This is an optimization exercise on Yosys and OpenROAD, whose aim is small area, a short achievable clock period and few clock cycles per item, not a production implementation. The RTL was checked by simulation tests, not by an equivalence proof against the original design.

==> flow/design.v (outline; a module is shown in full before it is edited, if it fits) <==
// module fltr_sched: 1762 lines
// module fltr_fa: 4 lines
// module fltr_ha: 4 lines
module fltr_sched #(
   parameter int unsigned NCH  = 4,
   parameter int unsigned TAPS = 4,
   parameter int unsigned DW   = 16,
   parameter int unsigned CW   = 16,
   parameter int unsigned OW   = 32
) (
   input  logic                     clk,
   input  logic                     rst_n,
   input  logic [NCH-1:0]           req_vld,
   input  logic [NCH*DW-1:0]        req_data,
   output logic [NCH-1:0]           req_rdy,
   input  logic                     cfg_we,
   input  logic [$clog2(TAPS)-1:0]  cfg_addr,
   input  logic [CW-1:0]            cfg_coef,
   output logic                     cfg_busy,
   output logic                     out_vld,
   input  logic                     out_rdy,
   output logic [$clog2(NCH)-1:0]   out_ch,
   output logic [OW-1:0]            out_data
);
  // ...
==> flow/run.sh <==
#!/bin/bash
# synth_recipe.tcl (not shown) runs the flow's synth.tcl, then flattens the netlist and writes it again
# the make line also repeats each setting of config.mk as NAME=value (left out here)
make -C /OpenROAD-flow-scripts/flow DESIGN_CONFIG=/design/flow/config.mk WORK_HOME=/design/flow/orfs CLKGATE_MAP_FILE= SYNTH_SCRIPT=/design/flow/synth_recipe.tcl finish
==> flow/config.mk <==
export PLATFORM = sky130hd
export DESIGN_NAME = fltr_sched
export DESIGN_NICKNAME = fltr_sched
export VERILOG_FILES = /design/flow/design.v
export SDC_FILE = /design/flow/constraint.sdc
export NUM_CORES = 4
export LEC_CHECK = 0
export CAP_MARGIN = 20
export CORE_MARGIN = 2
export CORE_UTILIZATION = 40
export SETUP_SLACK_MARGIN = 5
export SLEW_MARGIN = 20
export SYNTH_HIERARCHICAL = 1
export SYNTH_MINIMUM_KEEP_SIZE = 0
==> flow/constraint.sdc <==
create_clock -name core_clock -period 11.0 [get_ports {clk}]
set_input_delay 2.2000 -clock core_clock [delete_from_list [all_inputs] [get_ports {clk}]]
set_output_delay 2.2000 -clock core_clock [all_outputs]
set_load 0.01 [all_outputs]
==> results.txt, run 1 <==
Status = complete, no violations
Most flops, register = hist_q
Highest routed layer = met5
Netlist cell types = 68
Area grow syn2layout = 26.2%
Max Cap Viol = 0
Initial antenna violation count = 7
Clock skew = 46.4 ps
PortBufs = 129
Dpl ws = 3350 ps
Final Non-Filler Cells = 5,565
Placed Cells incl. Taps = 5,106
CP max stage cell = fa_1
Top flop regs = hist_q x192, coef_q x64, op_q x64
Hold Fails Final Rpt = 0
RSZ-0062 raised after global routing = yes
Max FFs per register = 192
Ys Warns = 7
Wire length per cell = 29.9 um
Final core utilization = 0.507
Post-CTS Hold Buffers = 0
Total Routed Length = 166 mm
Initial core utilization = 0.402
Hold Path Class = flip-flop to flip-flop
Delay-heaviest family, CP = adder cells
Clock period minus worst slack = 7100 ps
Yosys top cell area share = 0.259
Synth top area cells = fa_1 (26%), edfxtp_1 (22%), xnor2_1 (10%)
Post-DP HPWL = 111 mm
Crit Path Class = flip-flop to flip-flop
Largest net degree at the start of global routing = 149
Total grt overflow = 0
Crit end category = flip-flop
Syn avg cell area = 10.3 um^2
Testbench counts, summed over its fixed seeds: cycles 2,064, items 2,048.
==> inputs of run 2 (changes only) <==
--- a/flow/design.v
+++ b/flow/design.v
@@ -15,76 +15,73 @@
    input  logic [CW-1:0]            cfg_coef,
    output logic                     cfg_busy,
    output logic                     out_vld,
    input  logic                     out_rdy,
    output logic [$clog2(NCH)-1:0]   out_ch,
    output logic [OW-1:0]            out_data
 );
    logic [1:0]        last_q;
-   logic [3:0][15:0]  coef_q;
+   logic [3:0][7:0]   bone, btwo, bneg;    
    logic [3:0][2:0][15:0] hist_q;    
    logic [3:0][1:0]   cnt_q;         
    logic [3:0][15:0]  op_q;          
    logic              a_vld_q;
    logic [1:0]        a_ch_q;
    logic              o_vld_q;
    logic [1:0]        o_ch_q;
-   logic [33:0]       o_acc_q;
-   logic [3:0] gnt;
-   logic [1:0] gnt_ch;
+   logic [33:0]       o_ra_q, o_rb_q;
+   logic [3:0][3:0] hp;
    always_comb begin
-      logic [1:0] idx;
-      gnt    = '0;
-      gnt_ch = last_q;
-      for (int n = 3; n >= 0; n--) begin
-         idx = last_q + 2'(n + 1);
-         if (req_vld[idx]) begin
-            gnt      = '0;
-            gnt[idx] = 1'b1;
-            gnt_ch   = idx;
+      for (int g = 0; g < 4; g++) begin
+         logic seen;
+         hp[g] = '0;
+         seen  = 1'b0;
+         for (int n = 1; n < 4; n++) begin
+            logic [1:0] idx;
+            idx = last_q + 2'(n);
+            if (idx == 2'(g)) seen = 1'b1;
+            if (!seen) hp[g][idx] = 1'b1;
          end
       end
    end
+   logic [3:0] gnt;
+   logic [1:0] gnt_ch;
+   always_comb begin
+      for (int g = 0; g < 4; g++) gnt[g] = req_vld[g] && ((req_vld & hp[g]) == 4'b0);
+      gnt_ch = {gnt[3] | gnt[2], gnt[3] | gnt[1]};
+   end
    logic out_move, acc_ok, hs;
    assign out_move = !o_vld_q || out_rdy;
    assign acc_ok   = !a_vld_q || out_move;
    assign hs       = acc_ok && (req_vld != 4'b0);
    assign req_rdy  = acc_ok ? gnt : 4'b0;
    logic [3:0][15:0] op_d;
    always_comb begin
       op_d = '0;
       for (int c = 0; c < 4; c++) begin
          if (gnt[c]) op_d[0] = op_d[0] | req_data[16*c +: 16];
          for (int k = 1; k < 4; k++)
             if (gnt[c] && cnt_q[c] >= 2'(k)) op_d[k] = op_d[k] | hist_q[c][k-1];
       end
    end
    logic [3:0][15:0] d;
    assign d = op_q;
-   logic [3:0][7:0] bone, btwo, bneg;
+   logic [7:0] wone, wtwo, wneg;
    always_comb begin
-      for (int k = 0; k < 4; k++)
-         for (int j = 0; j < 8; j++) begin
-            logic b2, b1, b0;
-            b2 = coef_q[k][2*j+1];
-            b1 = coef_q[k][2*j];
-            b0 = (j == 0) ? 1'b0 : coef_q[k][2*j-1];
-            bone[k][j] = b1 ^ b0;
-            btwo[k][j] = (b2 & !b1 & !b0) | (!b2 & b1 & b0);
-            bneg[k][j] = b2 & !(b1 & b0);
-         end
+      for (int j = 0; j < 8; j++) begin
+         logic b2, b1, b0;
+         b2 = cfg_coef[2*j+1];
+         b1 = cfg_coef[2*j];
+         b0 = (j == 0) ? 1'b0 : cfg_coef[2*j-1];
+         wone[j] = b1 ^ b0;
+         wtwo[j] = (b2 & !b1 & !b0) | (!b2 & b1 & b0);
+         wneg[j] = b2 & !(b1 & b0);
+      end
    end
-   logic [3:0][7:0] bp1, bn1, bp2, bn2;
-   logic [3:0][15:0] dn;
-   assign dn = ~d;
-   assign bp1 = bone & ~bneg;
-   assign bn1 = bone & bneg;
-   assign bp2 = btwo & ~bneg;
-   assign bn2 = btwo & bneg;
    wire pp0_0_0 = ((bone[0][0] & d[0][0])) ^ bneg[0][0];
    wire pp0_0_1 = ((bone[0][0] & d[0][1]) | (btwo[0][0] & d[0][0])) ^ bneg[0][0];
    wire pp0_0_2 = ((bone[0][0] & d[0][2]) | (btwo[0][0] & d[0][1])) ^ bneg[0][0];
    wire pp0_0_3 = ((bone[0][0] & d[0][3]) | (btwo[0][0] & d[0][2])) ^ bneg[0][0];
    wire pp0_0_4 = ((bone[0][0] & d[0][4]) | (btwo[0][0] & d[0][3])) ^ bneg[0][0];
    wire pp0_0_5 = ((bone[0][0] & d[0][5]) | (btwo[0][0] & d[0][4])) ^ bneg[0][0];
    wire pp0_0_6 = ((bone[0][0] & d[0][6]) | (btwo[0][0] & d[0][5])) ^ bneg[0][0];
    wire pp0_0_7 = ((bone[0][0] & d[0][7]) | (btwo[0][0] & d[0][6])) ^ bneg[0][0];
@@ -619,17 +616,16 @@
    wire pp3_7_9 = ((bone[3][7] & d[3][9]) | (btwo[3][7] & d[3][8])) ^ bneg[3][7];
    wire pp3_7_10 = ((bone[3][7] & d[3][10]) | (btwo[3][7] & d[3][9])) ^ bneg[3][7];
    wire pp3_7_11 = ((bone[3][7] & d[3][11]) | (btwo[3][7] & d[3][10])) ^ bneg[3][7];
    wire pp3_7_12 = ((bone[3][7] & d[3][12]) | (btwo[3][7] & d[3][11])) ^ bneg[3][7];
    wire pp3_7_13 = ((bone[3][7] & d[3][13]) | (btwo[3][7] & d[3][12])) ^ bneg[3][7];
    wire pp3_7_14 = ((bone[3][7] & d[3][14]) | (btwo[3][7] & d[3][13])) ^ bneg[3][7];
    wire pp3_7_15 = ((bone[3][7] & d[3][15]) | (btwo[3][7] & d[3][14])) ^ bneg[3][7];
    wire pp3_7_16 = ~(((bone[3][7] & d[3][15]) | (btwo[3][7] & d[3][15])) ^ bneg[3][7]);
-   logic [33:0] acc;
    wire fs1, fc1;
    fltr_fa u_fs1 (.a(bneg[0][6]), .b(bneg[1][6]), .c(bneg[2][6]), .s(fs1), .co(fc1));
    wire fs2, fc2;
    fltr_fa u_fs2 (.a(bneg[3][6]), .b(pp0_0_12), .c(pp0_1_10), .s(fs2), .co(fc2));
    wire fs3, fc3;
    fltr_fa u_fs3 (.a(pp0_0_13), .b(pp0_1_11), .c(pp0_2_9), .s(fs3), .co(fc3));
    wire fs4, fc4;
    fltr_fa u_fs4 (.a(bneg[0][7]), .b(bneg[1][7]), .c(bneg[2][7]), .s(fs4), .co(fc4));
@@ -1718,46 +1714,54 @@
    wire fs516, fc516;
    fltr_fa u_fs516 (.a(fc453), .b(fs486), .c(fc485), .s(fs516), .co(fc516));
    wire fs517, fc517;
    fltr_fa u_fs517 (.a(fc455), .b(fs487), .c(fc486), .s(fs517), .co(fc517));
    wire fs518, fc518;
    fltr_fa u_fs518 (.a(hs29), .b(fc457), .c(fc487), .s(fs518), .co(fc518));
    wire [33:0] row_a = {1'b1, fc518, fc517, fc516, fc515, fc514, fc513, fc512, fc511, fc510, fc509, fc508, fc507, fc506, fc505, fc504, fc503, fc502, fc501, fc500, fc499, fc498, fc497, fc496, fc495, fc494, fc493, fc492, fc491, fc490, fc489, fc488, hc30, hs30};
    wire [33:0] row_b = {1'b0, hc29, fs518, fs517, fs516, fs515, fs514, fs513, fs512, fs511, fs510, fs509, fs508, fs507, fs506, fs505, fs504, fs503, fs502, fs501, fs500, fs499, fs498, fs497, fs496, fs495, fs494, fs493, fs492, fs491, fs490, fs489, fs488, fs399};
-   assign acc = row_a + row_b;
+   logic [33:0] o_sum;
    logic [31:0] sat;
-   assign sat = (o_acc_q[33:31] == 3'b000 || o_acc_q[33:31] == 3'b111) ? o_acc_q[31:0] :
-                o_acc_q[33] ? 32'h8000_0000 : 32'h7FFF_FFFF;
+   assign o_sum = o_ra_q + o_rb_q;
+   assign sat = (o_sum[33:31] == 3'b000 || o_sum[33:31] == 3'b111) ? o_sum[31:0] :
+                o_sum[33] ? 32'h8000_0000 : 32'h7FFF_FFFF;
    always_ff @(posedge clk or negedge rst_n) begin
       if (!rst_n) begin
          last_q  <= 2'd3;
-         coef_q  <= '0;
+         bone    <= '0;
+         btwo    <= '0;
+         bneg    <= '0;
          cnt_q   <= '0;
          a_vld_q <= 1'b0;
          o_vld_q <= 1'b0;
       end else begin
-         if (cfg_we && !a_vld_q) coef_q[cfg_addr] <= cfg_coef;
+         if (cfg_we && !a_vld_q) begin
+            bone[cfg_addr] <= wone;
+            btwo[cfg_addr] <= wtwo;
+            bneg[cfg_addr] <= wneg;
+         end
          if (hs) begin
             last_q <= gnt_ch;
             if (cnt_q[gnt_ch] != 2'd3) cnt_q[gnt_ch] <= cnt_q[gnt_ch] + 2'd1;
          end
          if (acc_ok) a_vld_q <= hs;
          if (out_move) o_vld_q <= a_vld_q;
       end
    end
    always_ff @(posedge clk) begin
       if (hs) begin
          op_q   <= op_d;
          a_ch_q <= gnt_ch;
          hist_q[gnt_ch] <= {hist_q[gnt_ch][1:0], op_d[0]};
       end
       if (out_move) begin
          o_ch_q  <= a_ch_q;
-         o_acc_q <= acc;
+         o_ra_q  <= row_a;
+         o_rb_q  <= row_b;
       end
    end
    assign cfg_busy = a_vld_q;
    assign out_vld  = o_vld_q;
    assign out_ch   = o_ch_q;
    assign out_data = sat;
 endmodule
 module fltr_fa (input logic a, input logic b, input logic c, output logic s, output logic co);
==> results.txt, run 2 <==
CTS clk-pin slew, worst paths = 60 ps
Die Wd = 333 um
Setup TNS = 0 ps
Commonest non-fill, non-tap cell in the layout = a22oi_1
Clock skew = 41.2 ps (-5.19 ps)
TritonCTS Sinks = 434
CTS Buffer Depth = 3
Largest family of logic cells by synthesized area = adder cells
Slew Limit Fails = 0
Synth Area in Compound Gates = 0.227
Area of the core = 107,000 um^2
Hold Path Class = flip-flop to flip-flop
Critical Path Start Type = flip-flop
Met1 wire length = 65.3 mm
Delay of the slowest critical-path stage = 450 ps
Crit Path Class = flip-flop to primary output
Synth top area cells = fa_1 (24%), edfxtp_1 (23%), xnor2_1 (11%)
Antenna-violating nets left = 0
Area grow syn2layout = 10.3%
Mux contribution to synthesized area = 0.00629
Post-CTS Hold Buffers = 0 (unchanged)
Most frequent cells in the layout = a22oi_1 (538), xnor2_1 (526), fa_1 (518)
PortBufs = 129 (unchanged)
TritonCTS clock tree = built
Seq/Total Area, Yosys = 0.288
Syn avg cell area = 10.8 um^2 (+5.2%)
Vias in the first global route = 35,214
Setup-failing EPs final = 0
RSZ-0062 raised after global routing = yes
Vias per std cell = 6.66
Maximum net fanout on the critical path = 8
Highest routed layer = met5
Share of cells above drive strength 1 = 0.0866
Async SR Flop Fraction = 0.249
TritonCTS buffer count = 50
Clock Latency Late Sink = 680 ps
Commonest cells post-synth = a22oi_1 (538), xnor2_1 (527), fa_1 (519)
Die area = 111,000 um^2
Wire length per cell = 32.4 um (+8.4%)
Max Cap Viol = 0 (unchanged)
Most used standard cell by instance count after synthesis = a22oi_1
I/O pins = 130
Fin crit share = 0.544
Multi-input gate area = 29,200 um^2
Rows = 120
DR vias = 35,401
Status = complete, no violations
Routability Congestion = 1.01
Netlist cell types = 76 (+12%)
Crit-path cells = ha_2 -> inv_2 -> fa_2 -> nor2b_2 -> o31ai_2 -> a31o_2 -> a211oi_4 -> o31a_1 -> o211ai_1 -> buf_4 -> a21oi_4 -> buf_6 -> buf_16 -> a21oi_1 -> dlygate4sd2_1
XOR/XNOR Fraction of Synth Area = 0.115
Residual DRC = 0
GRT Overall Usage = 0.304
Met3 routed WL = 21.7 mm
Dominant cell type by area after synthesis = fa_1
Synth Area in Adders = 0.265
CTS root buffer = clkbuf_16
CP Buf/Inv Count = 5
Initial antenna violation count = 1 (-6)
Total grt overflow = 0 (unchanged)
Die Ht = 333 um
Total Routed Length = 172 mm (+3.6%)
Relative slew margins = 0.0682
Initial core utilization = 0.404 (+0.00221)
Clock period minus worst slack = 5980 ps (-1110 ps)
Max FFs per register = 192 (unchanged)
Ys Warns = 7 (unchanged)
Filler cell count = 10,087
Ys flop type = edfxtp_1
# diodes = 0
Post-DP HPWL = 119 mm (+6.9%)
Most flops, register = hist_q
Mapped Area = 43,300 um^2
Largest net degree at the start of global routing = 77 (-48%)
Slew @ Worst Pin = 1390 ps
CP max stage cell = a211oi_4
Delay-heaviest family, CP = compound AO/OA/AOI/OAI gates
Post-synth EDFFs = 326
H-tree lvl count = 2
Hold Fails Final Rpt = 0 (unchanged)
Wire length on met2 = 74.7 mm
Critical path arrival = 3780 ps
Global-route wire length before repair = 249 mm
Register bit total from synthesis = 434
Post-Synth Simple-Gate Area = 0.0515
Crit end category = primary output
Top flop regs = hist_q x192, op_q x64
NumNets Final = 4,570
Post-Synthesis Cells = 4,009
Worst endpoint required time = 8800 ps
Pre-antenna DRT Iters = 6
Sequential Area = 12,500 um^2
DRT iter0 DRCs = 4,963
Yosys top cell area share = 0.240 (-0.0191)
Fmax = 0.167 GHz
-- run 2: cell types whose count changed in the layout (fill, tap and decap cells not counted), sizes merged, moves of 55 or more --
cell / delta
a21oi: +100
a221o: +55
a22o: +67
a22oi: +102
buf: -316
inv: -211
nand2: -71
nand2b: -83
o22ai: -181
o2bb2ai: +80
-- run 2: what timing repair did --
item                                    4_1_cts  5_1_grt
gates resized for setup                     101       64
cloned                                        3        1
buffers inserted                             10        5
endpoints found under the setup margin      161       66
pin swaps                                    14        5
-- run 2: Yosys stat by module, one instance, submodules excluded --
module	flops+latches	cells inside
fltr_fa	0	1
fltr_sched	434	3461
fltr_ha	0	1
-- run 2: area by class of cell --
type                            instances  area share
Timing Repair Buffer                  269      0.0493
Sequential cell                       434       0.261
Multi-Input combinational cell       3075       0.611
Tap cell                             1403      0.0367
Inverter                               43     0.00345
Clock inverter                         30     0.00895
Clock buffer                           63      0.0290
-- run 2: logic make-up (layout without fill, tap and decap cells) --
logic type      count (synthesis)  in the layout
flops                         434            434
compound gates               1347           1347
simple gates                  516            516
fa+ha+maj                     607            607
xor+xnor                      570            570
other cells                     1              8
mux                            27             27
buf+inv                       507            405
-- run 2: final timing paths --
check / startpoint / endpoint / slack (ps) / cells past startpoint
setup / recovery: o_ra_q[0] / out_data[28] / 5020 / 15
hold / removal: a_ch_q[0] / o_ch_q[0] / 470 / 0
setup reg to reg: op_q[1] / o_rb_q[18] / 5260 / 10
hold reg to reg: a_ch_q[0] / o_ch_q[0] / 470 / 0
max in group asynchronous: rst_n / bone[20] / 8000 / 2
min in group asynchronous: rst_n / cnt_q[5] / 1540 / 1
-- run 2: metrics by stage --
step | setup slack, ps | area, um^2 | std cells | utilization | hold WS (ps)
after global placement | 3540 | 45500 | 5205 | 0.425 | 445
after global routing | 4930 | 47800 | 5317 | 0.446 | 476
after detailed placement | 3460 | 45500 | 5205 | 0.425 | 450
final | 5020 | 47800 | 5317 | 0.446 | 465
after CTS | 5020 | 47800 | 5311 | 0.445 | 466
after floorplan | 3780 | 43400 | 4016 | - | 400
-- run 2: worst reg2reg max path: stages, from the launching register on --
cell	delay [ps]
edfxtp_1	1010
a22oi_1	180
xnor2_1	350
fa_1	490
fa_1	450
fa_1	490
fa_1	700
fa_1	480
fa_1	390
fa_1	510
fa_1	400
-- run 2: layer usage --
layer | GRT usage | vias to the layer above
met4 | 0.159 | 2
met5 | 0 | -
met2 | 0.458 | 2684
li1 | - | 14302
met3 | 0.0884 | 591
met1 | 0.396 | 17822
Testbench counts of run 2, summed over its fixed seeds: cycles 2,064, items 2,048.

## static timing again, ports no longer ideal
No port has a modelled driver above. Below, the same layouts with a new extraction and two added sets of constraints. Step 1 sets driving cells, clkbuf_16 on the clock port and buf_2 on the other inputs (assumed; they add their load-dependent delay and slew). Step 2 adds t to the input delays and takes it off the output delays; t is the mean of the earliest and latest rising clock arrival at the registers after step 1. Input paths then give back, and output paths get back, about the clock's delay inside the block. Three values: ideal, step 1, step 2; two values: the first two.
run	shift t [ns]	setup slack, ns	hold slack, ns	worst register clock-pin slew, ns	worst slew at a driven data input, ns
run 1	0.710	3.904 / 3.904 / 3.904	0.533 / 0.533 / 0.533	0.07 / 0.07	0.08
run 2	0.726	5.018 / 4.955 / 4.497	0.465 / 0.465 / 0.465	0.07 / 0.07	0.09
After both steps setup and hold are still met in every run listed. The setup slack of run 2, which loses most, moves by -0.063 ns with the drivers and by -0.521 ns with both steps.
